This is an optimization exercise on Yosys and OpenROAD, whose aim is small area, a short achievable clock period and few clock cycles per item, not a production implementation.
Where RTL was checked, it was by simulation tests only, not by an equivalence proof against the original.
No functional check of the RTL was part of run 6.
Power figures rest on the tool's default switching activity, not on a simulated workload.

### flow/config.mk
export PLATFORM = sky130hd
export DESIGN_NAME = ble_ad_structure_parser
export DESIGN_NICKNAME = ble_ad_structure_parser
export VERILOG_FILES = /design/flow/design.v
export SDC_FILE = /design/flow/constraint.sdc
export NUM_CORES = 4
export LEC_CHECK = 0
export CAP_MARGIN = 20
export CORE_MARGIN = 2
export CORE_UTILIZATION = 40
export CTS_BUF_LIST = sky130_fd_sc_hd__clkbuf_16
export CTS_CLUSTER_DIAMETER = 100
export CTS_CLUSTER_SIZE = 25
export SETUP_SLACK_MARGIN = 2.8
export SLEW_MARGIN = 20
export SYNTH_HIERARCHICAL = 1
export SYNTH_MINIMUM_KEEP_SIZE = 0
### flow/constraint.sdc
create_clock -name core_clock -period 5.5 [get_ports {clock}]
set_input_delay 1.1000 -clock core_clock [delete_from_list [all_inputs] [get_ports {clock}]]
set_output_delay 1.1000 -clock core_clock [all_outputs]
set_load 0.01 [all_outputs]
### flow/design.v
package bap_pkg;
   localparam logic [7:0] NameLimitReset = 8'd30;
   localparam int QueueDepth = 2;
   typedef enum logic [1:0] {PH_LEN, PH_TYPE, PH_DATA, PH_STOP} phase_type;
   localparam logic [4:0] K_FLAGS = 5'd0, K_UUID16 = 5'd1, K_UUID32 = 5'd2,
      K_U128LO = 5'd3, K_U128HI = 5'd4, K_SNAME = 5'd5, K_NAME = 5'd6,
      K_TXPWR = 5'd7, K_CLASS = 5'd8, K_DEVID = 5'd9, K_APPEAR = 5'd10,
      K_COMPANY = 5'd11, K_MANUF = 5'd12, K_HASH = 5'd13, K_RAND = 5'd14,
      K_UNKNOWN = 5'd15, K_BLKEND = 5'd16;
   localparam logic [3:0] C_NONE = 4'd0, C_FLAGS = 4'd1, C_TXPWR = 4'd2, C_UUID16 = 4'd3,
      C_UUID32 = 4'd4, C_U128 = 4'd5, C_SNAME = 4'd6, C_NAME = 4'd7, C_CLASS = 4'd8,
      C_HASH = 4'd9, C_RAND = 4'd10, C_DEVID = 4'd11, C_APPEAR = 4'd12, C_MANUF = 4'd13;
   typedef struct packed {
      logic       rec_valid;
      logic [3:0] kind;
      logic       half;
      logic [7:0] lo;
      logic [3:0] mask;      
      logic       end_valid;
      logic [1:0] end_status;
      logic [6:0] num;
   } entry_type;
   localparam int EntryBits = 28;
   function automatic logic type_is_known(input logic [7:0] t);
      type_is_known = (t >= 8'h01 && t <= 8'h0A) || (t >= 8'h0D && t <= 8'h10) ||
             (t >= 8'h14 && t <= 8'h19) || (t >= 8'h1F && t <= 8'h21) ||
             (t == 8'hFF);
   endfunction
   function automatic logic [3:0] type_class(input logic [7:0] t);
      case (t)
         8'h01: type_class = C_FLAGS;
         8'h0A: type_class = C_TXPWR;
         8'h02, 8'h03: type_class = C_UUID16;
         8'h04, 8'h05: type_class = C_UUID32;
         8'h06, 8'h07: type_class = C_U128;
         8'h08: type_class = C_SNAME;
         8'h09: type_class = C_NAME;
         8'h0D: type_class = C_CLASS;
         8'h0E: type_class = C_HASH;
         8'h0F: type_class = C_RAND;
         8'h10: type_class = C_DEVID;
         8'h19: type_class = C_APPEAR;
         8'hFF: type_class = C_MANUF;
         default: type_class = C_NONE;
      endcase
   endfunction
   function automatic logic lt8(input logic [7:0] a, input logic [7:0] b);
      logic r;
      r = 1'b0;
      for (int i = 0; i < 8; i++) r = (!a[i] && b[i]) || (!(a[i] ^ b[i]) && r);
      lt8 = r;
   endfunction
   function automatic logic [7:0] inc8(input logic [7:0] a);
      logic c;
      c = 1'b1;
      for (int i = 0; i < 8; i++) begin
         inc8[i] = a[i] ^ c;
         c = c && a[i];
      end
   endfunction
   function automatic logic [7:0] dec8(input logic [7:0] a);
      logic c;
      c = 1'b1;
      for (int i = 0; i < 8; i++) begin
         dec8[i] = a[i] ^ c;
         c = c && !a[i];
      end
   endfunction
endpackage
module bap_front (
   input  logic               clock,
   input  logic               reset,
   input  logic               req_valid,
   output logic               req_stall,
   input  logic [16:0]        req_data,
   output logic               csr_ready,
   input  logic [7:0]         name_limit,
   output logic               rsp_valid,
   input  logic               rsp_stall,
   output logic [78:0]        rsp_data
);
   logic full, pop, wide_pend, wide_take, pop_ok, wide_ok, push, wide_push, h_recend;
   bap_pkg::entry_type ent;
   logic [63:0] acc;
   logic       in_v, in_first, in_lz, in_l1, in_bz, in_dneg, in_known, in_pre, in_nm;
   logic [7:0] in_b, in_lm1, in_d;
   logic [3:0] in_cls;
   bap_pkg::phase_type phase_ff;
   logic [7:0] offs_ff, rem_ff, pos_ff;
   logic [6:0] cnt_ff;
   logic [1:0] stat_ff;
   logic [3:0] cls_ff;
   logic nz_ff, drec_ff, nmn_ff;
   logic go, accept, wstall, name_ok;
   function automatic logic [2:0] lane_of(input logic [3:0] c, input logic [7:0] ps);
      if (c == bap_pkg::C_UUID16) lane_of = {2'b00, ps[0]};
      else if (c == bap_pkg::C_UUID32) lane_of = {1'b0, ps[1:0]};
      else lane_of = ps[2:0];
   endfunction
   function automatic logic keep_of(input logic [3:0] c, input logic [7:0] ps);
      case (c)
         bap_pkg::C_UUID16, bap_pkg::C_UUID32, bap_pkg::C_U128: keep_of = 1'b1;
         bap_pkg::C_CLASS, bap_pkg::C_HASH, bap_pkg::C_RAND, bap_pkg::C_DEVID:
            keep_of = (ps[7:4] == 4'd0);
         bap_pkg::C_APPEAR, bap_pkg::C_MANUF: keep_of = (ps[7:1] == 7'd0);
         default: keep_of = 1'b0;
      endcase
   endfunction
   logic [2:0] lane;
   logic kw;
   assign lane = lane_of(cls_ff, pos_ff);
   assign kw = keep_of(cls_ff, pos_ff);
   logic wblock, st_reg, st_if, vnf_ff;
   assign wblock = wide_pend && vnf_ff && nz_ff;
   assign wstall = wblock && !wide_take;
   assign go = in_v && !wstall && (!full || pop);
   assign st_reg = in_v && (wblock || (full && h_recend));
   assign st_if = in_v && full;
   bap_stall u_stall (.st_reg(st_reg), .st_if(st_if), .rsp_stall(rsp_stall),
                      .req_stall(req_stall));
   assign accept = req_valid && !req_stall;
   assign csr_ready = !in_v;
   assign name_ok = bap_pkg::lt8(pos_ff, name_limit);
   logic [8:0] dfull;
   assign dfull = {1'b0, req_data[8:1]} - 9'd1 - {1'b0, req_data[16:9]};
   always_ff @(posedge clock) begin
      if (reset) begin
         in_v <= 1'b0; vnf_ff <= 1'b0;
      end else if (accept) begin
         in_v <= 1'b1; vnf_ff <= !req_data[0];
      end else if (go) begin
         in_v <= 1'b0; vnf_ff <= 1'b0;
      end
   end
   always_ff @(posedge clock) begin
      if (accept) begin
         in_first <= req_data[0];
         in_b <= req_data[16:9];
         in_lm1 <= bap_pkg::dec8(req_data[8:1]);
         in_lz <= (req_data[8:1] == 8'd0);
         in_l1 <= (req_data[8:1] == 8'd1);
         in_bz <= (req_data[16:9] == 8'd0);
         in_d <= dfull[7:0];
         in_dneg <= dfull[8];
         in_known <= bap_pkg::type_is_known(req_data[16:9]);
         in_cls <= bap_pkg::type_class(req_data[16:9]);
         in_pre <= !in_v;
         in_nm <= name_ok;
      end
   end
   bap_pkg::phase_type ph;
   logic [7:0] rem, ps;
   logic [6:0] cn, cm1;
   logic [1:0] st;
   logic [3:0] cls;
   logic       act, endb, nm, stop2, is_name, rec, wide, half, drec_n, nmn_n, nz_n;
   logic [3:0] kind, mask;
   always_comb begin
      act = !in_lz && (in_first || !bap_pkg::lt8(in_lm1, offs_ff));
      endb = !in_lz && (in_first ? in_l1 : (offs_ff == in_lm1));
      stop2 = in_dneg || (!in_first && bap_pkg::lt8(in_d, offs_ff));
      nm = in_pre ? in_nm : nmn_ff;
      is_name = (cls_ff == bap_pkg::C_SNAME) || (cls_ff == bap_pkg::C_NAME);
      ph = in_first ? bap_pkg::PH_LEN : phase_ff;
      cn = in_first ? 7'd0 : cnt_ff;
      cm1 = 7'(bap_pkg::dec8({1'b0, cnt_ff}));
      rem = rem_ff;
      ps = pos_ff;
      st = stat_ff;
      cls = cls_ff;
      rec = 1'b0;
      kind = 4'(bap_pkg::K_UNKNOWN);
      wide = 1'b0;
      half = 1'b0;
      drec_n = 1'b0;
      nmn_n = 1'b0;
      nz_n = 1'b0;
      case (ph)
         bap_pkg::PH_LEN: begin
            if (in_bz) begin
               ph = bap_pkg::PH_STOP; st = 2'd1;
            end else if (stop2) begin
               ph = bap_pkg::PH_STOP; st = 2'd2;
            end else begin
               cn = 7'(bap_pkg::inc8({1'b0, cn}));
               rem = in_b; ph = bap_pkg::PH_TYPE;
            end
         end
         bap_pkg::PH_TYPE: begin
            ps = 8'd0;
            rem = bap_pkg::dec8(rem_ff);
            cls = in_cls;
            if ((in_cls == bap_pkg::C_HASH || in_cls == bap_pkg::C_RAND) && (rem_ff[7:5] == 3'd0) && (!rem_ff[4] || rem_ff[3:0] == 4'd0))
               cls = bap_pkg::C_NONE;
            rec = !in_known;
            ph = (rem_ff != 8'd1) ? bap_pkg::PH_DATA : bap_pkg::PH_LEN;
            drec_n = (in_cls == bap_pkg::C_FLAGS) || (in_cls == bap_pkg::C_TXPWR);
            nmn_n = (name_limit != 8'd0);
         end
         bap_pkg::PH_DATA: begin
            rec = drec_ff || (is_name && nm);
            case (cls_ff)
               bap_pkg::C_FLAGS: kind = 4'(bap_pkg::K_FLAGS);
               bap_pkg::C_TXPWR: kind = 4'(bap_pkg::K_TXPWR);
               bap_pkg::C_UUID16: begin kind = 4'(bap_pkg::K_UUID16); wide = 1'b1; end
               bap_pkg::C_UUID32: begin kind = 4'(bap_pkg::K_UUID32); wide = 1'b1; end
               bap_pkg::C_U128: begin
                  kind = pos_ff[3] ? 4'(bap_pkg::K_U128HI) : 4'(bap_pkg::K_U128LO);
                  wide = 1'b1;
               end
               bap_pkg::C_SNAME: kind = 4'(bap_pkg::K_SNAME);
               bap_pkg::C_NAME: kind = 4'(bap_pkg::K_NAME);
               bap_pkg::C_CLASS: begin kind = 4'(bap_pkg::K_CLASS); wide = 1'b1; end
               bap_pkg::C_HASH: begin kind = 4'(bap_pkg::K_HASH); wide = 1'b1; half = pos_ff[3]; end
               bap_pkg::C_RAND: begin kind = 4'(bap_pkg::K_RAND); wide = 1'b1; half = pos_ff[3]; end
               bap_pkg::C_DEVID: begin kind = 4'(bap_pkg::K_DEVID); wide = 1'b1; end
               bap_pkg::C_APPEAR: begin kind = 4'(bap_pkg::K_APPEAR); wide = 1'b1; end
               bap_pkg::C_MANUF: begin
                  wide = (pos_ff[7:1] == 7'd0);
                  kind = wide ? 4'(bap_pkg::K_COMPANY) : 4'(bap_pkg::K_MANUF);
               end
               default: ;
            endcase
            case (cls_ff)
               bap_pkg::C_UUID16: drec_n = !pos_ff[0];
               bap_pkg::C_UUID32: drec_n = (pos_ff[1:0] == 2'd2);
               bap_pkg::C_U128: drec_n = (pos_ff[2:0] == 3'd6) && (pos_ff[3] || rem_ff[7:4] != 4'd0 || (rem_ff[3] && rem_ff[2:1] != 2'd0));
               bap_pkg::C_CLASS: drec_n = (pos_ff == 8'd1);
               bap_pkg::C_HASH, bap_pkg::C_RAND: drec_n = (pos_ff == 8'd6) || (pos_ff == 8'd14);
               bap_pkg::C_DEVID: drec_n = (pos_ff == 8'd6);
               bap_pkg::C_APPEAR: drec_n = (pos_ff == 8'd0);
               bap_pkg::C_MANUF: drec_n = 1'b1;
               default: drec_n = 1'b0;
            endcase
            case (cls_ff)
               bap_pkg::C_UUID16: nz_n = !pos_ff[0];
               bap_pkg::C_UUID32: nz_n = (pos_ff[1:0] != 2'd3);
               bap_pkg::C_U128: nz_n = (pos_ff[2:0] != 3'd7);
               bap_pkg::C_CLASS, bap_pkg::C_HASH, bap_pkg::C_RAND, bap_pkg::C_DEVID:
                  nz_n = (pos_ff[7:4] == 4'd0) && (pos_ff[3:0] != 4'd15) && (pos_ff[2:0] != 3'd7);
               bap_pkg::C_APPEAR, bap_pkg::C_MANUF: nz_n = (pos_ff == 8'd0);
               default: nz_n = 1'b0;
            endcase
            if (rem_ff == 8'd1) nz_n = 1'b0;
            ps = bap_pkg::inc8(pos_ff);
            nmn_n = bap_pkg::lt8(ps, name_limit);
            rem = bap_pkg::dec8(rem_ff);
            if (rem_ff == 8'd1) ph = bap_pkg::PH_LEN;
         end
         default: ;
      endcase
      mask[0] = rec && wide;
      mask[1] = rec && wide && (cls_ff == bap_pkg::C_UUID32 || cls_ff == bap_pkg::C_U128 ||
                        cls_ff == bap_pkg::C_CLASS || cls_ff == bap_pkg::C_HASH ||
                        cls_ff == bap_pkg::C_RAND || cls_ff == bap_pkg::C_DEVID);
      mask[2] = rec && wide && (cls_ff == bap_pkg::C_UUID32 || cls_ff == bap_pkg::C_U128 ||
                        cls_ff == bap_pkg::C_HASH || cls_ff == bap_pkg::C_RAND ||
                        cls_ff == bap_pkg::C_DEVID);
      mask[3] = rec && wide && (cls_ff == bap_pkg::C_U128 || cls_ff == bap_pkg::C_HASH ||
                        cls_ff == bap_pkg::C_RAND || cls_ff == bap_pkg::C_DEVID);
      ent.rec_valid = rec;
      ent.kind = kind;
      ent.half = half;
      ent.lo = wide ? acc[7:0] : in_b;
      ent.mask = mask;
      ent.end_valid = endb;
      ent.end_status = (ph == bap_pkg::PH_STOP) ? st :
                       ((ph == bap_pkg::PH_LEN) ? 2'd0 : 2'd2);
      ent.num = rec ? cm1 : cn;
   end
   assign push = go && ((act && rec) || endb);
   assign wide_push = go && act && rec && wide;
   always_ff @(posedge clock) begin
      if (reset) begin
         phase_ff <= bap_pkg::PH_LEN; offs_ff <= '0; cnt_ff <= '0; nz_ff <= 1'b0;
      end else if (go) begin
         if (act) begin
            phase_ff <= ph; offs_ff <= in_first ? 8'd1 : bap_pkg::inc8(offs_ff); cnt_ff <= cn;
            nz_ff <= nz_n;
         end else if (in_first) begin
            phase_ff <= bap_pkg::PH_LEN; offs_ff <= '0; cnt_ff <= '0; nz_ff <= 1'b0;
         end
      end
   end
   always_ff @(posedge clock) begin
      if (go && act) begin
         rem_ff <= rem; pos_ff <= ps; stat_ff <= st; cls_ff <= cls;
         drec_ff <= drec_n; nmn_ff <= nmn_n;
      end
   end
   logic in_data;
   assign in_data = !in_first && (phase_ff == bap_pkg::PH_DATA);
   for (genvar k = 0; k < 8; k++) begin : g_acc
      always_ff @(posedge clock) begin
         if (go && in_data && kw && lane == 3'(k)) acc[8*k +: 8] <= in_b;
      end
   end
   localparam int D = bap_pkg::QueueDepth;
   logic [D-1:0][bap_pkg::EntryBits-1:0] q_ff;
   logic [D-1:0] occ_ff;            
   logic take, hrec;
   bap_pkg::entry_type h, h_next;
   logic [63:0] val;
   assign h = q_ff[0];
   assign full = occ_ff[D-1];
   assign rsp_valid = occ_ff[0];
   assign hrec = h.rec_valid;
   assign h_recend = h.rec_valid && h.end_valid;
   assign pop_ok = occ_ff[0] && !h_recend;
   assign wide_ok = occ_ff[0] && h.mask[0];
   assign take = occ_ff[0] && !rsp_stall;
   assign pop = pop_ok && !rsp_stall;
   assign wide_take = wide_ok && !rsp_stall;
   always_comb begin
      h_next = h;
      h_next.rec_valid = 1'b0;
      h_next.mask = '0;
      h_next.num = 7'(bap_pkg::inc8({1'b0, h.num}));
   end
   always_comb begin
      val[7:0] = hrec ? h.lo : {1'b0, h.num};
      val[15:8] = acc[15:8] & {8{h.mask[0]}};
      val[23:16] = acc[23:16] & {8{h.mask[1]}};
      val[31:24] = acc[31:24] & {8{h.mask[2]}};
      val[63:32] = acc[63:32] & {32{h.mask[3]}};
      rsp_data = {!hrec, hrec ? h.kind : 4'd0, val, hrec && h.half, hrec ? h.num : 7'd0,
                  hrec ? 2'd0 : h.end_status};
   end
   always_ff @(posedge clock) begin
      if (reset) begin
         occ_ff <= '0; wide_pend <= 1'b0;
      end else begin
         if (push && !pop) occ_ff <= {occ_ff[D-2:0], 1'b1};
         else if (pop && !push) occ_ff <= {1'b0, occ_ff[D-1:1]};
         wide_pend <= wide_push || (wide_pend && !wide_take);
      end
   end
   logic [D-1:0] wr_here;
   always_comb begin
      for (int i = 0; i < D; i++) begin
         if (pop) wr_here[i] = (i + 1 < D) ? occ_ff[i] && !occ_ff[(i + 1) % D] : occ_ff[i];
         else wr_here[i] = (i == 0) ? !occ_ff[0] : occ_ff[(i + D - 1) % D] && !occ_ff[i];
      end
   end
   always_ff @(posedge clock) begin
      for (int i = 0; i < D; i++) begin
         if (wr_here[i]) q_ff[i] <= ent;
         else if (pop) begin
            if (i + 1 < D) q_ff[i] <= q_ff[(i + 1) % D];
         end else if (i == 0 && take) q_ff[0] <= h_next;
      end
   end
endmodule
module bap_stall (
   input  logic st_reg,
   input  logic st_if,
   input  logic rsp_stall,
   output logic req_stall
);
   assign req_stall = st_reg || (rsp_stall && st_if);
endmodule
module ble_ad_structure_parser (
   input  logic             clock,
   input  logic             reset,
   input  logic             req_valid,
   output logic             req_stall,
   input  logic [16:0]      req_data,    
   output logic             rsp_valid,
   input  logic             rsp_stall,
   output logic [78:0]      rsp_data,    
   input  logic             csr_valid,
   output logic             csr_ready,
   input  logic [7:0]       csr_data
);
   logic [7:0] limit_ff;
   always_ff @(posedge clock) begin
      if (reset) limit_ff <= bap_pkg::NameLimitReset;
      else if (csr_valid && csr_ready) limit_ff <= csr_data;
   end
   bap_front u_front (.clock(clock), .reset(reset), .req_valid(req_valid),
                      .req_stall(req_stall), .req_data(req_data), .csr_ready(csr_ready),
                      .name_limit(limit_ff), .rsp_valid(rsp_valid), .rsp_stall(rsp_stall),
                      .rsp_data(rsp_data));
endmodule
### flow/flow/run.sh
#!/bin/bash
# Standard layout, with the port buffers inserted before placement made of
# sky130_fd_sc_hd__buf_2 cells instead of the buffer buffer_ports picks by
# default, and without the adder-extraction step in synthesis (ABC maps the
# arithmetic as plain gates).
set -euo pipefail
export BUFFER_PORTS_ARGS="-buffer_cell sky130_fd_sc_hd__buf_2"
export ADDER_MAP_FILE=
bash standard.sh > standard_flow.log 2>&1
### flow/standard.sh
#!/bin/bash
# synth_recipe.tcl (not shown) runs the flow's synth.tcl, then flattens the netlist and writes it again
# the make line also repeats each setting of config.mk as NAME=value (left out here)
make -C /OpenROAD-flow-scripts/flow DESIGN_CONFIG=/design/flow/config.mk WORK_HOME=/design/flow/orfs CLKGATE_MAP_FILE= SYNTH_SCRIPT=/design/flow/synth_recipe.tcl "${@:-finish}"
==> run_results.csv, run 1 <==
group,metric,value,unit
clock_tree,clock-sinks,211,
clock_tree,worstSkewPairLatency,0.48,ns
finish,utilization,46.4,%
yosys,synth.yosys.seq_area_share,54.8,%
clock_tree,cts_buffers,12,
grt,grt_overflow,0,
sta,fin_tns_setup,0,ns
setup_path,cp.required,4.40,ns
setup_path,worstPathMaxFanout,3,
status,status,"timing/DRC/antenna clean",
grt,grt_pass1_wl,41100,um
yosys,synthTopCellsByArea,"edfxtp_1 (49%), dfxtp_1 (5.6%), and2_1 (4.2%)",
yosys,synth_edf_count,180,
finish,area_growth_syn_to_layout,13.7,%
die,core_area,0.0270,sq mm
setup_path,r2r_start,"u_front.in_first",
die,die_x,170,um
detailed_routing,drc,0,
detailed_routing,drtAntennaViolNets,0,
placement,io_buffers,111,
yosys,synth_top_cell_area_share,49.2,%
grt,antenna_found_initial,0,
sta,setup_slack,2.82,ns
sta,drv_slew,0,
sta,setup-violations-final,0,
finish,final_layout_size_suffix_gt1_share,21.3,%
yosys,ys_types,90,
power_and_ir_drop,power,0.00318,W
yosys,synth_flop_cell,"edfxtp_1",
die,rows,60,
sta,worst_pin_slew,0.830,ns
yosys,synthesis.nets,1045,
detailed_routing,wire_per_inst,17.9,um
die,die_h,170,um
die,initial_core_util,40.8,%
sta,hold_viol,0,
hold_path,hp-start,"u_front.in_cls[2]",
setup_path,critical_path_arrival,1.58,ns
setup_path,critPathLaunchType,"register",
grt,grt.total_usage,17.9,%
finish,final.fill_count,2510,
detailed_routing,vias,8004,
detailed_routing,routed_via_density,5.48,
power_and_ir_drop,power_leakage,4.63,nW
yosys,yosysMostFrequentCell,"edfxtp_1",
setup_path,r2r_setup_slack,2.95,ns
setup_path,endpoint_kind,"primary output",
detailed_routing,drt_wl_total,26100,um
setup_path,criticalPathCategory,"reg -> out",
clock_tree,cts_buffer_depth,3,
setup_path,reg2reg_to,"u_front.q_ff[2]",
yosys,synth_top_area_cell,"edfxtp_1",
sta,timing.fmax,373,MHz
clock_tree,htreeDepth,1,
grt,grt_pass1_vias,7276,
sta,finalClockSkew,0.0196,ns
clock_tree,cts.root.buffer_cell,"clkbuf_16",
finish,n_antenna_cell,0,
sta,grt_setup_unrepaired,"yes",
yosys,ys_seq_elements,211,
sta,fin_crit,2.68,ns
die,dieArea,0.0288,sq mm
die,ios,112,
clock_tree,cts_hold_buf,0,
hold_path,hold_class,"reg -> reg",
clock_tree,cts_tree,"built",
yosys,yosys_warnings,8,
run,drv_cap,0,
power_and_ir_drop,vdd_drop_max,0.163,mV
placement,pre_cts_ws,2.07,ns
detailed_routing,firstDrtPassIters,5,
yosys,syn_inst,1015,
finish,num-nets-final,1143,
yosys,syn_area_per_cell,10.8,sq um
yosys,syn-cell-area,0.0110,sq mm
clock_tree,clk_pin_slew,0.10,ns
hold_path,whs_path_depth,0,
yosys,netlist_top_cells_count,"edfxtp_1 (180), nand2_1 (84), and2_1 (73), nor2_1 (66), a21oi_1 (50)",
grt,grt_max_degree,38,
setup_path,reg2regPathDepth,8,
placement,gp_congestion,0.865,
detailed_routing,drtIter0Drc,475,
hold_path,whs_endpoint,"u_front.cls_ff[2]",
power_and_ir_drop,powerDensity,254,mW/mm^2
sta,period_share,48.8,%
sta,slew_headroom,44.5,%
placement,dp_hpwl,18000,um
yosys,postSynth.asyncResetShare,0,%
kinds of logic (layout without fill, tap and decap cells):
kind of cell | Yosys count | count (layout) | share of synthesized area [%]
buf+inv | 99 | 202 | 4.22
fa+ha+maj | 5 | 5 | 0.489
simple gates | 386 | 387 | 18.6
mux | 23 | 23 | 2.28
flops | 211 | 211 | 54.8
compound gates | 253 | 253 | 16.6
xor+xnor | 38 | 38 | 3.03
worst max-delay path, stage by stage (launching register included):
cell and delay, ns:
edfxtp_1 0.43, and2_1 0.22, nand2_1 0.07, a21oi_1 0.06, a21o_1 0.19, buf_2 0.15
final cells by class:
cell class | count | area (sq um) | area share [%]
Clock inverter | 7 | 38.8 | 0.310
Timing Repair Buffer | 145 | 842 | 6.73
Tap cell | 341 | 427 | 3.41
Sequential cell | 211 | 6030 | 48.2
Multi-Input combinational cell | 706 | 4700 | 37.6
Clock buffer | 13 | 325 | 2.60
Inverter | 37 | 143 | 1.14
metrics by stage:
step	cells	instance area, sq um	hold WS [ns]
final	1460	12500	0.501
after global routing	1460	12500	0.525
after CTS	1439	12300	0.502
after detailed placement	1411	11800	0.479
after global placement	1411	11800	0.477
after floorplan	1015	11200	0.433
Yosys stat by module, one instance, submodules excluded:
module | flip-flops and latches | cells | cell area [sq um] | copies in the design
bap_stall | 0 | 1 | 7.51 | 1
bap_front | 203 | 982 | 10700 | 1
ble_ad_structure_parser | 8 | 32 | 333 | 1
cells in the final DEF, fill, tap and decap left out, types with 23 or more instances in the layout:
cell and instances:
xnor2_1 27, nor2_1 59, inv_1 38, o21ai_0 37, nand2b_1 25, and2_1 73, a21oi_1 50, nand3_1 29
edfxtp_1 180, dfxtp_1 30, buf_2 110, buf_4 30, a22o_1 23, nand2_1 83
power breakdown:
group,leakage [nW],switching (W),internal [W],total (W)
sequential,1.95,0.0000673,0.00181,0.00188
combinational,2.47,0.000207,0.000148,0.000355
clock,0.199,0.000507,0.000438,0.000945
total,4.63,0.000781,0.00240,0.00318
flip-flops by register name (all words and copies together) (netlist names), 7 cells and up:
name	count
u_front.acc	64
u_front.q_ff	56
limit_ff	8
u_front.in_b	8
u_front.in_d	8
u_front.in_lm1	8
u_front.offs_ff	8
u_front.pos_ff	8
u_front.rem_ff	8
u_front.cnt_ff	7
metal layers:
metal | track usage [%] | vias to the layer above | routed length [um]
met5 | 0 | - | 0
met4 | 2.86 | 0 | 271
met3 | 1.84 | 15 | 1120
met2 | 28.5 | 202 | 12000
met1 | 26.8 | 3837 | 12700
li1 | - | 3950 | -
worst max path at each step:
stage,slack (ns),end,from
after floorplan,2.67,u_front.in_dneg,req_data[1]
after global placement,2.14,u_front.acc[35],rsp_stall
after detailed placement,2.07,u_front.acc[7],rsp_stall
after CTS,2.59,req_stall,u_front.in_v
after global routing,2.71,req_stall,u_front.q_ff[27]
final,2.82,req_stall,u_front.q_ff[27]
repair_timing:
action,CTS,global route
gates cloned,1,0
pin swaps,5,6
endpoints found under the hold margin,0,0
resized for setup,14,13
buffers inserted,7,21
endpoints found under the setup margin,168,145
Testbench counts, summed over its fixed seeds: cycles 94,479, bytes 91,371.
==> inputs of run 2 (changes only) <==
--- a/flow/config.mk
+++ b/flow/config.mk
@@ -5,13 +5,14 @@
 export SDC_FILE = /design/flow/constraint.sdc
 export NUM_CORES = 4
 export LEC_CHECK = 0
+export ABC_AREA = 1
 export CAP_MARGIN = 20
 export CORE_MARGIN = 2
 export CORE_UTILIZATION = 40
 export CTS_BUF_LIST = sky130_fd_sc_hd__clkbuf_16
 export CTS_CLUSTER_DIAMETER = 100
 export CTS_CLUSTER_SIZE = 25
-export SETUP_SLACK_MARGIN = 2.8
+export SETUP_SLACK_MARGIN = 3.4
 export SLEW_MARGIN = 20
 export SYNTH_HIERARCHICAL = 1
 export SYNTH_MINIMUM_KEEP_SIZE = 0
==> run_results.csv, run 2 <==
group,metric,value,unit
finish,utilization,52.9,%
die,ios,112,
sta,drv_slew,0,
sta,hold-worst-slack,0.473,ns
grt,grt_pass1_wl,42200,um
die,dieArea,0.0283,sq mm
detailed_routing,vias,8915,
clock_tree,cts.root.buffer_cell,"clkbuf_16",
finish,largest_reg_flops,64,
hold_path,hold_class,"reg -> reg",
hold_path,hp-start,"u_front.offs_ff[5]",
yosys,synthTopCellsByArea,"edfxtp_1 (50%), nand2_1 (11%), inv_1 (7.3%)",
grt,grt_max_degree,27,
yosys,syn_inst,1221,
sta,setup-violations-final,0,
yosys,ys_seq_elements,211,
sta,finalClockSkew,0.0211,ns
grt,grt_overflow,0,
sta,slew_headroom,55.3,%
finish,n_antenna_cell,0,
detailed_routing,drt_wl_total,28500,um
setup_path,endpoint_kind,"primary output",
run,drv_cap,0,
clock_tree,clk_pin_slew,0.11,ns
setup_path,r2r_start,"u_front.pos_ff[5]",
finish,top_register,"u_front.acc",
power_and_ir_drop,power_leakage,6.41,nW
yosys,synth_flop_cell,"edfxtp_1",
clock_tree,cts_tree,"built",
detailed_routing,drc,0,
sta,fin_tns_setup,0,ns
finish,area_growth_syn_to_layout,31.1,%
detailed_routing,drtIter0Drc,625,
setup_path,r2r_setup_slack,3.21,ns
yosys,yosys_warnings,8,
grt,grt_pass1_vias,8105,
sta,hold_viol,0,
setup_path,reg2regPathDepth,8,
clock_tree,worstSkewPairLatency,0.48,ns
sta,worst_pin_slew,0.668,ns
yosys,yosysMostFrequentCell,"nand2_1",
detailed_routing,firstDrtPassIters,5,
yosys,ys_types,57,
yosys,synth.yosys.seq_area_share,55.9,%
sta,timing.fmax,389,MHz
yosys,postSynth.asyncResetShare,0,%
setup_path,reg2reg_to,"u_front.acc[40]",
yosys,syn-cell-area,0.0108,sq mm
hold_path,whs_path_depth,2,
clock_tree,cts_buffer_depth,3,
die,die_h,168,um
yosys,syn_area_per_cell,8.83,sq um
die,core_area,0.0267,sq mm
finish,final_layout_size_suffix_gt1_share,33.8,%
detailed_routing,wire_per_inst,15.9,um
die,die_x,168,um
yosys,synthesis.nets,1251,
grt,antenna_found_initial,0,
setup_path,critical_path_arrival,1.47,ns
setup_path,criticalPathCategory,"reg -> out",
finish,final_cell_mix,"nand2_1 (274), inv_1 (194), edfxtp_1 (180), buf_2 (99), buf_4 (98)",
finish,final_cells,1791,
finish,final_common_cell,"nand2_1",
power_and_ir_drop,power,0.00329,W
clock_tree,htreeDepth,1,
power_and_ir_drop,powerDensity,233,mW/mm^2
setup_path,worstPathMaxFanout,3,
die,initial_core_util,40.4,%
yosys,synth_top_area_cell,"edfxtp_1",
die,rows,60,
detailed_routing,routed_via_density,4.98,
placement,dp_hpwl,18100,um
clock_tree,cts_hold_buf,0,
yosys,synth_top_cell_area_share,50.1,%
hold_path,whs_endpoint,"u_front.offs_ff[5]",
sta,grt_setup_unrepaired,"yes",
sta,period_share,46.8,%
power_and_ir_drop,vdd_drop_max,0.145,mV
sta,fin_crit,2.57,ns
grt,grt.total_usage,18.6,%
yosys,netlist_top_cells_count,"nand2_1 (325), inv_1 (209), edfxtp_1 (180), nor2_1 (118), a21oi_1 (43)",
setup_path,cp.required,4.40,ns
finish,num-nets-final,1474,
setup_path,critPathLaunchType,"register",
clock_tree,clock-sinks,211,
yosys,synth_edf_count,180,
placement,io_buffers,111,
detailed_routing,drtAntennaViolNets,0,
finish,reg_top3,"u_front.acc x64, u_front.q_ff x56",
placement,gp_congestion,0.857,
clock_tree,cts_buffers,12,
status,status,"timing/DRC/antenna clean",
placement,dp_cells,1647,
run 2: cell types whose count changed in the layout (fill, tap and decap cells not counted), sizes merged, moves of 10 or more:
cell / change
inv: +185
and3: -10
xnor2: -19
nor2: +71
nand2b: -27
nand2: +253
buf: +85
o21ai: +19
nand3: +12
a31oi: -11
nor2b: -26
and2: -73
mux2: -15
run 2: per-stage QoR:
stage | instance area (sq um) | setup slack, ns
after floorplan | 11000 | 2.75
after global placement | 11900 | 2.06
after detailed placement | 11900 | 1.97
after CTS | 13100 | 2.91
after global routing | 14100 | 2.85
final | 14100 | 2.93
run 2: how the worst max path moves through the flow:
| stage | startpoint | endpoint | slack [ns] | cells after the start |
|---|---|---|---|---|
| floorplan | rsp_stall | u_front.acc[0] | 2.75 | 9 |
| global placement | rsp_stall | u_front.q_ff[2] | 2.06 | 9 |
| detailed placement | rsp_stall | u_front.q_ff[2] | 1.97 | 9 |
| CTS | u_front.q_ff[27] | rsp_data[14] | 2.91 | 3 |
| global route | u_front.q_ff[27] | rsp_data[12] | 2.85 | 3 |
| finish | u_front.q_ff[27] | req_stall | 2.93 | 5 |
run 2: cells by family after synthesis:
| family | share of synthesized area, % |
|---|---|
| muxes | 0.104 |
| buffers and inverters | 9.22 |
| DFF | 55.9 |
| AOI/OAI and AO/OA | 10.2 |
| and+or+nand+nor | 23.0 |
| xor gates and xnor gates | 1.62 |
run 2: what timing repair did:
action | CTS | global route
resized for setup | 78 | 169
endpoints found under the setup margin | 329 | 259
pin swaps | 26 | 74
setup buffers | 60 | 56
cloned | 5 | 3
run 2: modules after synthesis (local to each module, per instance):
module	cells inside	flip-flops and latches	cell area (sq um)
bap_stall	3	0	11.3
ble_ad_structure_parser	43	8	312
bap_front	1175	203	10500
run 2: worst max-delay path, cell delays in order (launching register included):
cell and delay, ns:
edfxtp_1 0.45, nand2_2 0.13, o22ai_4 0.19, inv_2 0.06, nand2_4 0.07, buf_6 0.09
run 2: routing by layer:
metal | wire, um | GRT usage, % | up-vias
li1 | - | - | 4440
met1 | 12700 | 25.8 | 4196
met2 | 13700 | 31.1 | 231
met4 | 741 | 4.95 | 0
met5 | 0 | 0 | -
met3 | 1310 | 2.37 | 48
run 2: where the power goes:
group,switching (W),total [W],internal (W)
registers,0.0000603,0.00187,0.00181
logic,0.000283,0.000478,0.000196
clock network,0.000505,0.000940,0.000436
run 2: final cells by class:
class / count / area [sq um]
fill: 2401 / 12600
clock buffer: 13 / 325
clock inverter: 7 / 35.0
sequential: 211 / 6040
timing repair buffer: 229 / 1710
multi-input combinational: 761 / 4660
inverter: 228 / 941
tap: 341 / 427
timing repair inverter: 1 / 6.26
==> inputs of run 3 (changes only) <==
--- a/flow/config.mk
+++ b/flow/config.mk
@@ -12,7 +12,7 @@
 export CTS_BUF_LIST = sky130_fd_sc_hd__clkbuf_16
 export CTS_CLUSTER_DIAMETER = 100
 export CTS_CLUSTER_SIZE = 25
-export SETUP_SLACK_MARGIN = 3.4
+export SETUP_SLACK_MARGIN = 3.2
 export SLEW_MARGIN = 20
 export SYNTH_HIERARCHICAL = 1
 export SYNTH_MINIMUM_KEEP_SIZE = 0
==> run_results.csv, run 3 <==
group,metric,value,unit
finish,final_layout_size_suffix_gt1_share,23.8,%
yosys,ys_seq_elements,211,
yosys,synth_flop_cell,"edfxtp_1",
yosys,netlist_top_cells_count,"nand2_1 (325), inv_1 (209), edfxtp_1 (180), nor2_1 (118), a21oi_1 (43)",
yosys,synth_top_cell_area_share,50.1,%
setup_path,slowest_delay,0.12,ns
setup_path,critPathLaunchType,"primary input",
power_and_ir_drop,powerDensity,246,mW/mm^2
setup_path,critical_path_arrival,1.45,ns
setup_path,crit_slowest_cell,"buf_6",
sta,timing.fmax,392,MHz
grt,grt_pass1_wl,41200,um
finish,num-nets-final,1412,
setup_path,worstPathMaxFanout,2,
status,status,"timing/DRC/antenna clean",
clock_tree,cts_tree,"built",
finish,largest_reg_flops,64,
die,rows,60,
finish,n_antenna_cell,0,
power_and_ir_drop,power_leakage,5.98,nW
clock_tree,cts.root.buffer_cell,"clkbuf_16",
finish,area_growth_syn_to_layout,20.9,%
yosys,synthTopCellsByArea,"edfxtp_1 (50%), nand2_1 (11%), inv_1 (7.3%)",
power_and_ir_drop,vdd_drop_max,0.171,mV
yosys,syn_area_per_cell,8.83,sq um
die,ios,112,
sta,grt_setup_unrepaired,"yes",
setup_path,criticalPathCategory,"in -> out",
grt,grt.total_usage,18.2,%
finish,final_cell_mix,"nand2_1 (315), inv_1 (199), edfxtp_1 (180), buf_2 (105), nor2_1 (101)",
yosys,yosysMostFrequentCell,"nand2_1",
yosys,syn_inst,1221,
clock_tree,clock-sinks,211,
clock_tree,clk_pin_slew,0.10,ns
detailed_routing,drtAntennaViolNets,0,
grt,grt_max_degree,40,
sta,period_share,46.4,%
die,die_h,168,um
sta,worst_pin_slew,0.683,ns
yosys,syn-cell-area,0.0108,sq mm
clock_tree,htreeDepth,1,
detailed_routing,drt_wl_total,25900,um
sta,drv_slew,0,
detailed_routing,routed_via_density,4.88,
sta,fin_tns_setup,0,ns
yosys,ys_types,57,
setup_path,crit_chain,"buf_8 -> nand2_4 -> nand2_4 -> buf_6",
finish,top_register,"u_front.acc",
grt,grt_pass1_vias,7812,
sta,fin_crit,2.55,ns
yosys,yosys_warnings,8,
run,drv_cap,0,
die,initial_core_util,40.4,%
placement,io_buffers,111,
finish,reg_top3,"u_front.acc x64, u_front.q_ff x56",
placement,dp_hpwl,18100,um
hold_path,hold_class,"reg -> reg",
sta,slew_headroom,54.4,%
grt,grt_overflow,0,
clock_tree,cts_buffers,12,
die,core_area,0.0267,sq mm
die,dieArea,0.0283,sq mm
clock_tree,cts_buffer_depth,3,
finish,final_common_cell,"nand2_1",
die,die_x,168,um
detailed_routing,vias,8428,
detailed_routing,wire_per_inst,15.0,um
clock_tree,worstSkewPairLatency,0.48,ns
sta,setup-violations-final,0,
setup_path,crit_top_cell,"nand2_4",
placement,gp_congestion,0.883,
yosys,postSynth.asyncResetShare,0,%
yosys,synthesis.nets,1251,
sta,hold_viol,0,
grt,antenna_found_initial,0,
yosys,synth_edf_count,180,
yosys,synth.yosys.seq_area_share,55.9,%
detailed_routing,drtIter0Drc,533,
detailed_routing,firstDrtPassIters,5,
finish,utilization,48.8,%
detailed_routing,drc,0,
setup_path,cp.required,4.40,ns
setup_path,endpoint_kind,"primary output",
yosys,synth_top_area_cell,"edfxtp_1",
sta,finalClockSkew,0.0237,ns
finish,final.fill_count,2532,
[run 3: cell count changes in the layout (fill, tap and decap cells not counted), moves of 6 or more]
| cell | delta |
|---|---|
| buf_4 | -57 |
| nand2_1 | +41 |
| nand2_2 | -26 |
| nor2_1 | +12 |
| a21oi_1 | +11 |
| nand2_4 | -11 |
| nor2_4 | -11 |
| a21oi_2 | -10 |
| nand3_1 | +8 |
| nand3_2 | -8 |
| buf_2 | +6 |
| o21ai_1 | +6 |
| o21ai_2 | -6 |
[run 3: timing repair]
action,in CTS,in global routing
resized for setup,39,50
setup endpoints to repair,301,232
hold buffers,0,0
endpoints found under the hold margin,0,0
buffers inserted,38,18
cloned,3,0
pin swaps,20,18
[run 3: per-layer routing]
metal  global-route usage (%)  wire [um]  up-vias
met3                     2.42       1270       30
li1                         -          -     4298
met5                        0          0        -
met4                     4.50        507        0
met2                     28.6      11600      208
met1                     26.8      12600     3892
[run 3: cells by family (layout without fill, tap and decap cells)]
family / Yosys count / in the layout / synth area share [%]
simple gates: 561 / 561 / 23.0
flops: 211 / 211 / 55.9
mux: 1 / 1 / 0.104
xor+xnor: 20 / 20 / 1.62
buf+inv: 255 / 420 / 9.22
compound gates: 173 / 174 / 10.2
[run 3: cell type report]
class	instances	area, sq um	area share [%]
tap	341	427	3.27
inverter	228	900	6.90
timing repair inverter	1	7.51	0.0576
clock inverter	6	35.0	0.269
sequential	211	6030	46.3
timing repair buffer	172	1220	9.36
multi-input combinational	756	4090	31.4
clock buffer	13	325	2.50
[run 3: power by group]
group	internal (W)	switching (W)
Sequential	0.00181	0.0000529
Combinational	0.000151	0.000249
Clock	0.000434	0.000503
Total	0.00240	0.000805
[run 3: worst paths after layout]
kind	from	endpoint	slack [ns]	depth (start not counted)
setup reg to reg	u_front.pos_ff[6]	u_front.acc[56]	3.16	8
hold / removal	u_front.offs_ff[5]	u_front.offs_ff[5]	0.48	2
hold reg to reg	u_front.offs_ff[5]	u_front.offs_ff[5]	0.48	2
setup / recovery	rsp_stall	req_stall	2.95	4
[run 3: worst max-delay path, delay by kind of cell]
family / cells / cell delay, ns
buffers and inverters: 2 / 0.22
AND/OR/NAND/NOR: 2 / 0.12
[run 3: modules after synthesis, one instance, submodules excluded]
module,flops+latches,cells,cell area [sq um],times used
bap_stall,0,3,11.3,1
bap_front,203,1175,10500,1
ble_ad_structure_parser,8,43,312,1
[run 3: stage by stage]
| stage | std cells | hold WS [ns] | total power, W | setup slack [ns] | cell area [sq um] |
|---|---|---|---|---|---|
| 2_1_floorplan | 1221 | 0.440 | 0.00212 | 2.71 | 11000 |
| 3_3_place_gp | 1649 | 0.450 | 0.00224 | 2.10 | 11800 |
| 3_5_place_dp | 1649 | 0.463 | 0.00225 | 2.02 | 11800 |
| 4_1_cts | 1709 | 0.478 | 0.00320 | 2.95 | 12700 |
| 5_1_grt | 1728 | 0.502 | 0.00333 | 2.90 | 13000 |
| 6_report | 1728 | 0.482 | 0.00320 | 2.95 | 13000 |
==> inputs of run 4 (changes only) <==
--- a/flow/config.mk
+++ b/flow/config.mk
@@ -12,7 +12,7 @@
 export CTS_BUF_LIST = sky130_fd_sc_hd__clkbuf_16
 export CTS_CLUSTER_DIAMETER = 100
 export CTS_CLUSTER_SIZE = 25
-export SETUP_SLACK_MARGIN = 3.2
+export SETUP_SLACK_MARGIN = 3.0
 export SLEW_MARGIN = 20
 export SYNTH_HIERARCHICAL = 1
 export SYNTH_MINIMUM_KEEP_SIZE = 0
==> run_results.csv, run 4 <==
group,metric,value,unit
detailed_routing,firstDrtPassIters,5,
grt,grt_pass1_vias,7560,
die,die_x,168,um
clock_tree,worstSkewPairLatency,0.48,ns
finish,n_antenna_cell,0,
sta,setup-violations-final,0,
yosys,ys_types,57,
power_and_ir_drop,power_leakage,5.82,nW
detailed_routing,drc,0,
die,core_area,0.0267,sq mm
finish,area_growth_syn_to_layout,16.9,%
clock_tree,clock-sinks,211,
detailed_routing,drt_wl_total,24600,um
finish,reg_top3,"u_front.acc x64, u_front.q_ff x56",
placement,io_buffers,111,
setup_path,criticalPathCategory,"reg -> out",
yosys,netlist_top_cells_count,"nand2_1 (325), inv_1 (209), edfxtp_1 (180), nor2_1 (118), a21oi_1 (43)",
run,drv_cap,0,
setup_path,critical_path_arrival,1.49,ns
yosys,ys_seq_elements,211,
clock_tree,cts.root.buffer_cell,"clkbuf_16",
detailed_routing,routed_via_density,4.89,
placement,dp_hpwl,17800,um
finish,final_common_cell,"nand2_1",
status,status,"timing/DRC/antenna clean",
power_and_ir_drop,vdd_drop_max,0.146,mV
die,initial_core_util,40.4,%
placement,gp_congestion,0.892,
detailed_routing,vias,8315,
sta,worst_pin_slew,0.594,ns
yosys,synthTopCellsByArea,"edfxtp_1 (50%), nand2_1 (11%), inv_1 (7.3%)",
setup_path,critPathLaunchType,"register",
sta,hold_viol,0,
clock_tree,cts_tree,"built",
grt,grt_max_degree,40,
sta,fin_tns_setup,0,ns
placement,pre_cts_ws,2.08,ns
clock_tree,cts_buffer_depth,3,
finish,final_cell_mix,"nand2_1 (321), inv_1 (209), edfxtp_1 (180), buf_2 (109), nor2_1 (107)",
setup_path,endpoint_kind,"primary output",
finish,final_cells,1701,
yosys,syn-cell-area,0.0108,sq mm
detailed_routing,drtIter0Drc,616,
sta,period_share,47.0,%
finish,final_layout_size_suffix_gt1_share,19.7,%
finish,num-nets-final,1384,
grt,antenna_found_initial,1,
yosys,yosysMostFrequentCell,"nand2_1",
yosys,yosys_warnings,8,
sta,setup_slack,2.91,ns
hold_path,hold_class,"reg -> reg",
clock_tree,clk_pin_slew,0.09,ns
grt,grt_pass1_wl,39400,um
yosys,synth_flop_cell,"edfxtp_1",
yosys,synth_top_area_cell,"edfxtp_1",
setup_path,worstPathMaxFanout,3,
grt,grt_overflow,0,
sta,fin_crit,2.59,ns
sta,grt_setup_unrepaired,"yes",
yosys,syn_area_per_cell,8.83,sq um
die,die_h,168,um
finish,top_register,"u_front.acc",
sta,finalClockSkew,0.0304,ns
yosys,synth_edf_count,180,
die,ios,112,
power_and_ir_drop,power,0.00316,W
clock_tree,cts_hold_buf,0,
sta,slew_headroom,60.4,%
power_and_ir_drop,powerDensity,251,mW/mm^2
yosys,postSynth.asyncResetShare,0,%
die,dieArea,0.0283,sq mm
clock_tree,htreeDepth,1,
clock_tree,cts_buffers,12,
grt,grt.total_usage,17.3,%
yosys,synth_top_cell_area_share,50.1,%
placement,dp_cells,1649,
yosys,synth.yosys.seq_area_share,55.9,%
detailed_routing,wire_per_inst,14.5,um
finish,largest_reg_flops,64,
sta,timing.fmax,387,MHz
yosys,synthesis.nets,1251,
setup_path,cp.required,4.40,ns
die,rows,60,
sta,drv_slew,0,
yosys,syn_inst,1221,
detailed_routing,drtAntennaViolNets,0,
[run 4: cell counts after synthesis]
No cell type changed its count.
[run 4: per-module statistics from Yosys (local to each module, per instance)]
module                   cell area [sq um]  cells inside
bap_stall                             11.3             3
ble_ad_structure_parser                312            43
bap_front                            10500          1175
[run 4: routing by layer]
layer | up-vias | track usage, % | share of wire, %
li1 | 4243 | - | -
met1 | 3809 | 25.1 | 48
met2 | 224 | 27.5 | 45
met3 | 39 | 2.14 | 5.0
met4 | 0 | 4.80 | 2.2
met5 | - | 0 | 0
[run 4: cell families (layout without fill, tap and decap cells)]
logic type | Yosys count | after routing | synth area share (%)
muxes | 1 | 1 | 0.104
AOI/OAI and AO/OA | 173 | 174 | 10.2
buffers and inverters | 255 | 393 | 9.22
DFF | 211 | 211 | 55.9
and+or+nand+nor | 561 | 561 | 23.0
xor gates and xnor gates | 20 | 20 | 1.62
[run 4: worst max-delay path, cell delays in order, from the launching register on]
cell and delay (ns):
edfxtp_1 0.41, nand2_1 0.13, o22ai_1 0.18, inv_1 0.08, nand2_4 0.10, buf_6 0.11
[run 4: where the power goes]
part / switching, W / total (W) / internal (W) / leakage (nW)
clock network: 0.000489 / 0.000926 / 0.000437 / 0.199
logic: 0.000237 / 0.000369 / 0.000132 / 3.65
registers: 0.0000525 / 0.00186 / 0.00181 / 1.96
total: 0.000779 / 0.00316 / 0.00238 / 5.82
[run 4: cell type report]
class / instances / area [sq um]
clock buffer: 13 / 325
multi-input combinational: 756 / 3960
timing repair buffer: 145 / 942
fill: 2569 / 14100
inverter: 228 / 888
sequential: 211 / 6030
tap: 341 / 427
clock inverter: 7 / 38.8
[run 4: metrics by stage]
step	hold slack (ns)	area, sq um	utilization [%]
after floorplan	0.440	10900	-
after global placement	0.449	11800	44.2
after detailed placement	0.455	11800	44.2
after CTS	0.470	12500	46.6
after global routing	0.487	12600	47.2
final	0.471	12600	47.2
[run 4: what timing repair did]
action | CTS | global route
endpoints found under the hold margin | 0 | 0
resized for setup | 14 | 20
endpoints found under the setup margin | 252 | 113
buffers inserted | 19 | 11
gates cloned | 1 | 0
pin swaps | 8 | 10
[run 4: path summary, 6_finish.rpt]
kind / end / from / slack, ns / depth (start not counted)
worst max register to register: u_front.acc[62] / u_front.in_first / 3.12 / 9
worst min-delay path: u_front.offs_ff[6] / u_front.offs_ff[6] / 0.47 / 2
worst max-delay path: req_stall / u_front.q_ff[27] / 2.91 / 5
worst min register to register: u_front.offs_ff[6] / u_front.offs_ff[6] / 0.47 / 2
==> inputs of run 5 (changes only) <==
--- a/flow/design.v
+++ b/flow/design.v
@@ -286,6 +286,8 @@
       if (go && act) begin
          rem_ff <= rem; pos_ff <= ps; stat_ff <= st; cls_ff <= cls;
          drec_ff <= drec_n; nmn_ff <= nmn_n;
+      end else if (go) begin
+         nmn_ff <= name_ok;
       end
    end
    logic in_data;
==> run_results.csv, run 5 <==
group,metric,value,unit
power_and_ir_drop,power_leakage,5.83,nW
finish,final.fill_count,2559,
placement,dp_cells,1652,
grt,grt_pass1_wl,40500,um
die,die_h,168,um
yosys,syn_area_per_cell,8.83,sq um
clock_tree,cts.root.buffer_cell,"clkbuf_16",
placement,pre_cts_ws,2.05,ns
grt,antenna_found_initial,0,
setup_path,criticalPathCategory,"in -> out",
yosys,synth_edf_count,180,
sta,drv_slew,0,
clock_tree,clock-sinks,211,
finish,num-nets-final,1395,
grt,grt.total_usage,17.8,%
grt,grt_overflow,0,
finish,final_layout_size_suffix_gt1_share,21.3,%
finish,utilization,47.8,%
setup_path,critical_path_arrival,1.49,ns
setup_path,cp_top_family,"buffers and inverters",
grt,grt_pass1_vias,7688,
detailed_routing,firstDrtPassIters,5,
die,rows,60,
detailed_routing,drtIter0Drc,482,
yosys,netlist_top_cells_count,"nand2_1 (327), inv_1 (210), edfxtp_1 (180), nor2_1 (121), a21oi_1 (48)",
placement,dp_hpwl,18200,um
yosys,synth_top_cell_area_share,50.0,%
finish,largest_reg_flops,64,
setup_path,worstPathMaxFanout,3,
hold_path,hold_class,"reg -> reg",
setup_path,crit_slowest_cell,"buf_2",
setup_path,critPathLaunchType,"primary input",
finish,final_common_cell,"nand2_1",
die,die_x,168,um
finish,reg_top3,"u_front.acc x64, u_front.q_ff x56",
yosys,synthesis.nets,1254,
setup_path,endpoint_kind,"primary output",
finish,final_cells,1709,
yosys,ys_seq_elements,211,
clock_tree,clk_pin_slew,0.09,ns
detailed_routing,drc,0,
clock_tree,cts_hold_buf,0,
detailed_routing,vias,8401,
yosys,synthTopCellsByArea,"edfxtp_1 (50%), nand2_1 (11%), inv_1 (7.3%)",
yosys,synth_flop_cell,"edfxtp_1",
power_and_ir_drop,power,0.00317,W
clock_tree,worstSkewPairLatency,0.48,ns
sta,hold_viol,0,
placement,io_buffers,111,
yosys,syn-cell-area,0.0108,sq mm
die,dieArea,0.0283,sq mm
die,ios,112,
setup_path,crit_chain,"buf_8 -> nand2_1 -> nand2_2 -> buf_2",
clock_tree,htreeDepth,1,
sta,setup_slack,2.91,ns
sta,worst_pin_slew,0.664,ns
finish,area_growth_syn_to_layout,18.2,%
yosys,syn_inst,1224,
sta,fin_crit,2.59,ns
sta,finalClockSkew,0.0202,ns
finish,n_antenna_cell,0,
sta,period_share,47.1,%
setup_path,cp.required,4.40,ns
die,initial_core_util,40.4,%
sta,slew_headroom,55.7,%
clock_tree,cts_buffer_depth,3,
placement,gp_congestion,0.875,
setup_path,crit_buf_inv,2,
yosys,yosysMostFrequentCell,"nand2_1",
setup_path,slowest_delay,0.15,ns
yosys,synth.yosys.seq_area_share,55.8,%
power_and_ir_drop,vdd_drop_max,0.163,mV
clock_tree,cts_tree,"built",
yosys,ys_types,65,
sta,fin_tns_setup,0,ns
status,status,"timing/DRC/antenna clean",
detailed_routing,routed_via_density,4.92,
finish,final_cell_mix,"nand2_1 (305), inv_1 (198), edfxtp_1 (180), nor2_1 (111), buf_2 (98)",
sta,setup-violations-final,0,
detailed_routing,wire_per_inst,15.0,um
yosys,yosys_warnings,8,
yosys,postSynth.asyncResetShare,0,%
detailed_routing,drtAntennaViolNets,0,
grt,grt_max_degree,40,
detailed_routing,drt_wl_total,25600,um
sta,grt_setup_unrepaired,"yes",
sta,timing.fmax,386,MHz
finish,top_register,"u_front.acc",
power_and_ir_drop,powerDensity,248,mW/mm^2
die,core_area,0.0267,sq mm
yosys,synth_top_area_cell,"edfxtp_1",
run,drv_cap,0,
clock_tree,cts_buffers,12,
run 5: final timing paths:
kind         depth (start not counted)            endpoint               start  slack [ns]
min reg2reg                          2  u_front.offs_ff[5]  u_front.offs_ff[5]        0.47
max reg2reg                          8     u_front.acc[24]   u_front.pos_ff[7]        3.08
max                                  4           req_stall           rsp_stall        2.91
min                                  2  u_front.offs_ff[5]  u_front.offs_ff[5]        0.47
run 5: stage by stage:
stage / hold slack (ns) / cell area [sq um]
6_report: 0.474 / 12800
5_1_grt: 0.496 / 12800
4_1_cts: 0.476 / 12400
3_5_place_dp: 0.461 / 11800
3_3_place_gp: 0.453 / 11800
2_1_floorplan: 0.444 / 11000
run 5: per-layer routing:
layer	part of all wire, %	vias up	track usage [%]
li1	-	4276	-
met1	47	3871	25.5
met2	46	230	29.3
met3	4.9	24	2.02
met4	1.5	0	3.60
met5	0	-	0
run 5: kinds of logic after synthesis:
kind of cell / count (synthesis) / synth area share [%]
AND/OR/NAND/NOR: 561 / 22.6
buffers and inverters: 253 / 9.39
flip-flops: 211 / 55.8
AO/OA/AOI/OAI: 179 / 10.6
XOR/XNOR: 19 / 1.54
multiplexers: 1 / 0.104
run 5: tightest hold or removal path: stages, from the launching register on:
cell and delay, ns:
dfxtp_1 0.32, nand2_1 0.06, a21oi_1 0.05
run 5: modules after synthesis (local to each module, per instance):
module | flip-flops and latches | times used | cells inside | area, sq um
bap_stall | 0 | 1 | 3 | 11.3
bap_front | 203 | 1 | 1178 | 10500
ble_ad_structure_parser | 8 | 1 | 43 | 312
run 5: timing repair:
action	CTS	global route
gates cloned	1	2
gates resized for setup	19	62
pin swaps	9	15
buffers inserted	21	15
endpoints found under the hold margin	0	0
setup endpoints to repair	236	145
run 5: cell type report:
| type | instances | area [sq um] | share of cell area (%) |
|---|---|---|---|
| clock inverter | 4 | 26.3 | 0.206 |
| tap | 341 | 427 | 3.34 |
| multi-input combinational | 761 | 4040 | 31.6 |
| timing repair buffer | 153 | 1040 | 8.18 |
| clock buffer | 13 | 325 | 2.55 |
| sequential | 211 | 6030 | 47.2 |
| inverter | 226 | 878 | 6.88 |
run 5: report_power, final:
| group | internal (W) | switching [W] | total [W] |
|---|---|---|---|
| Combinational | 0.000131 | 0.000233 | 0.000364 |
| Sequential | 0.00181 | 0.0000548 | 0.00187 |
| Clock | 0.000433 | 0.000505 | 0.000938 |
Testbench counts of run 5, summed over its fixed seeds: cycles 94,479, bytes 91,371.
==> inputs of run 6 (changes only) <==
--- a/flow/design.v
+++ b/flow/design.v
@@ -106,10 +106,8 @@
          default: keep_of = 1'b0;
       endcase
    endfunction
-   logic [2:0] lane;
-   logic kw;
-   assign lane = lane_of(cls_ff, pos_ff);
-   assign kw = keep_of(cls_ff, pos_ff);
+   logic [2:0] lane_ff;
+   logic kw_ff;
    logic wblock, st_reg, st_if, vnf_ff;
    assign wblock = wide_pend && vnf_ff && nz_ff;
    assign wstall = wblock && !wide_take;
@@ -285,16 +283,15 @@
    always_ff @(posedge clock) begin
       if (go && act) begin
          rem_ff <= rem; pos_ff <= ps; stat_ff <= st; cls_ff <= cls;
+         lane_ff <= lane_of(cls, ps); kw_ff <= keep_of(cls, ps);
          drec_ff <= drec_n; nmn_ff <= nmn_n;
-      end else if (go) begin
-         nmn_ff <= name_ok;
       end
    end
    logic in_data;
    assign in_data = !in_first && (phase_ff == bap_pkg::PH_DATA);
    for (genvar k = 0; k < 8; k++) begin : g_acc
       always_ff @(posedge clock) begin
-         if (go && in_data && kw && lane == 3'(k)) acc[8*k +: 8] <= in_b;
+         if (go && in_data && kw_ff && lane_ff == 3'(k)) acc[8*k +: 8] <= in_b;
       end
    end
    localparam int D = bap_pkg::QueueDepth;
==> run_results.csv, run 6 <==
group,metric,value,unit
yosys,netlist_top_cells_count,"nand2_1 (364), inv_1 (219), edfxtp_1 (183), nor2_1 (114), nand3_1 (62)",
power_and_ir_drop,powerDensity,247,mW/mm^2
detailed_routing,drtAntennaViolNets,0,
yosys,synth_edf_count,183,
grt,grt.total_usage,18.5,%
finish,final_layout_size_suffix_gt1_share,22.3,%
power_and_ir_drop,vdd_drop_max,0.146,mV
yosys,synthTopCellsByArea,"edfxtp_1 (50%), nand2_1 (12%), inv_1 (7.5%)",
sta,slew_headroom,39.2,%
setup_path,critPathLaunchType,"primary input",
clock_tree,cts.root.buffer_cell,"clkbuf_16",
sta,finalClockSkew,0.0239,ns
clock_tree,cts_tree,"built",
finish,n_antenna_cell,0,
finish,final.fill_count,2529,
sta,drv_slew,0,
clock_tree,htreeDepth,1,
sta,grt_setup_unrepaired,"yes",
hold_path,hold_class,"reg -> reg",
die,core_area,0.0270,sq mm
sta,timing.fmax,378,MHz
grt,grt_max_degree,40,
clock_tree,clk_pin_slew,0.09,ns
status,status,"timing/DRC/antenna clean",
finish,reg_top3,"u_front.acc x64, u_front.q_ff x56",
placement,dp_cells,1695,
die,initial_core_util,40.7,%
detailed_routing,vias,8816,
yosys,syn_inst,1270,
finish,finalInstanceArea,0.0132,sq mm
detailed_routing,firstDrtPassIters,5,
placement,dpl_cell_area,0.0119,sq mm
yosys,syn_area_per_cell,8.63,sq um
finish,largest_reg_flops,64,
die,ios,112,
setup_path,r2r_setup_slack,3.14,ns
grt,grt_overflow,0,
grt,grt_pass1_vias,8050,
clock_tree,cts_buffer_depth,3,
sta,hold-worst-slack,0.472,ns
yosys,postSynth.asyncResetShare,0,%
sta,setup-violations-final,0,
placement,io_buffers,111,
finish,num-nets-final,1444,
sta,worst_pin_slew,0.910,ns
setup_path,worstPathMaxFanout,2,
yosys,synth_top_area_cell,"edfxtp_1",
clock_tree,clock-sinks,214,
detailed_routing,drc,0,
setup_path,criticalPathCategory,"in -> out",
finish,area_growth_syn_to_layout,20.7,%
detailed_routing,routed_via_density,5.01,
finish,final_cell_mix,"nand2_1 (323), inv_1 (202), edfxtp_1 (183), nor2_1 (106), buf_2 (88)",
grt,grt_pass1_wl,42200,um
die,dieArea,0.0287,sq mm
die,die_h,170,um
finish,final_cells,1761,
clock_tree,worstSkewPairLatency,0.49,ns
finish,utilization,49.1,%
setup_path,critical_path_arrival,1.55,ns
clock_tree,cts_buffers,12,
yosys,synth_flop_cell,"edfxtp_1",
placement,dp_hpwl,18700,um
power_and_ir_drop,power_leakage,6.12,nW
yosys,ys_types,54,
yosys,syn-cell-area,0.0110,sq mm
yosys,yosys_warnings,8,
die,die_x,170,um
detailed_routing,drtIter0Drc,717,
yosys,synth_top_cell_area_share,50.1,%
finish,final_common_cell,"nand2_1",
setup_path,endpoint_kind,"primary output",
grt,antenna_found_initial,1,
detailed_routing,wire_per_inst,15.3,um
placement,gp_congestion,0.854,
finish,multi_input_area,0.00420,sq mm
yosys,yosysMostFrequentCell,"nand2_1",
yosys,synth.yosys.seq_area_share,55.8,%
yosys,synthesis.nets,1300,
sta,fin_crit,2.65,ns
setup_path,cp.required,4.40,ns
finish,register_area,0.00612,sq mm
yosys,ys_seq_elements,214,
finish,top_register,"u_front.acc",
clock_tree,cts_hold_buf,0,
detailed_routing,drt_wl_total,27000,um
sta,fin_tns_setup,0,ns
sta,period_share,48.1,%
die,rows,60,
run,drv_cap,0,
sta,hold_viol,0,
==> run 6: changes by cell type in the layout (fill, tap and decap cells not counted), sizes merged, moves of 6 or more <==
cell / before / now
buf: 152 / 159
nand2: 338 / 371
nand3: 43 / 63
a21oi: 51 / 44
a22o: 16 / 1
nor3: 11 / 17
inv: 224 / 236
nor2: 135 / 125
==> run 6: per-module statistics from Yosys, one instance, submodules excluded <==
module                   cells inside  flops+latches  copies in the design
bap_front                        1224            206                     1
ble_ad_structure_parser            43              8                     1
bap_stall                           3              0                     1
==> run 6: kinds of logic after synthesis <==
family / after synthesis / synth area share (%)
buffers and inverters: 263 / 9.45
AOI/OAI and AO/OA: 166 / 9.36
xor gates and xnor gates: 17 / 1.36
DFF: 214 / 55.8
and+or+nand+nor: 610 / 24.0
==> run 6: area by class of cell <==
type / count / share of cell area (%)
clock buffers: 13 / 2.46
inverters: 232 / 6.82
well taps: 341 / 3.23
repair buffers: 160 / 9.13
repair inverters: 1 / 0.0473
multi-input cells: 793 / 31.8
flip-flops and latches: 214 / 46.3
clock inverters: 7 / 0.293
==> run 6: stage by stage <==
step,setup WS [ns],power [W]
after global routing,2.83,0.00339
after detailed placement,1.65,0.00229
after CTS,2.82,0.00325
after floorplan,2.70,0.00216
final,2.85,0.00326
after global placement,1.75,0.00228
==> run 6: worst paths after layout <==
path / start / to / depth (start not counted)
max: rsp_stall / req_stall / 5
min: u_front.offs_ff[5] / u_front.offs_ff[5] / 2
max reg2reg: u_front.in_first / u_front.kw_ff / 10
min reg2reg: u_front.offs_ff[5] / u_front.offs_ff[5] / 2
==> run 6: per-layer routing <==
layer | track usage [%] | vias up | part of all wire, %
met3 | 2.26 | 24 | 4.4
met5 | 0 | - | 0
li1 | - | 4443 | -
met1 | 26.4 | 4131 | 47
met2 | 30.5 | 218 | 47
met4 | 3.64 | 0 | 1.5
==> run 6: report_power, final <==
part           internal [W]  switching (W)
clock              0.000436       0.000516
sequential          0.00184      0.0000652
combinational      0.000149       0.000259
total               0.00242       0.000840
==> run 6: what timing repair did <==
action | CTS | global route
endpoints found under the setup margin | 239 | 112
pin swaps | 15 | 8
cloned | 3 | 1
gates resized for setup | 65 | 89
setup buffers | 30 | 11
==> run 6: critical path, stage by stage <==
cell	delay [ns]
buf_8	0.11
buf_6	0.11
nand2_4	0.05
nand2_4	0.06
buf_6	0.12

re-timing with driven ports:
Ports are ideal in the flow. The routed layouts listed here were re-timed in OpenROAD.
Step 1 (the two cells are an assumption about what drives the block):
set clk [get_ports {clock}]
set_driving_cell -lib_cell sky130_fd_sc_hd__clkbuf_16 $clk
set_driving_cell -lib_cell sky130_fd_sc_hd__buf_2 [delete_from_list [all_inputs] $clk]
Step 2 also shifts input and output timing later by t, the mid clock arrival at the registers, as if the neighbouring blocks saw the same clock.
Three values: ideal ports, drivers, drivers and shift; two values: the first two.
run	shift t [ns]	setup slack, ns	cell pins on the clock port's net
run 1	0.513	2.816 / 2.771 / 2.389	1
run 2	0.516	2.927 / 2.879 / 2.629	1
run 3	0.510	2.946 / 2.901 / 2.524	1
run 4	0.512	2.914 / 2.870 / 2.559	1
run 5	0.513	2.907 / 2.863 / 2.538	1
run 6	0.521	2.854 / 2.811 / 2.564	1
After both steps every run listed still meets setup and hold. The setup slack of run 1, which loses most, moves by -0.045 ns with the drivers and by -0.427 ns with both steps.
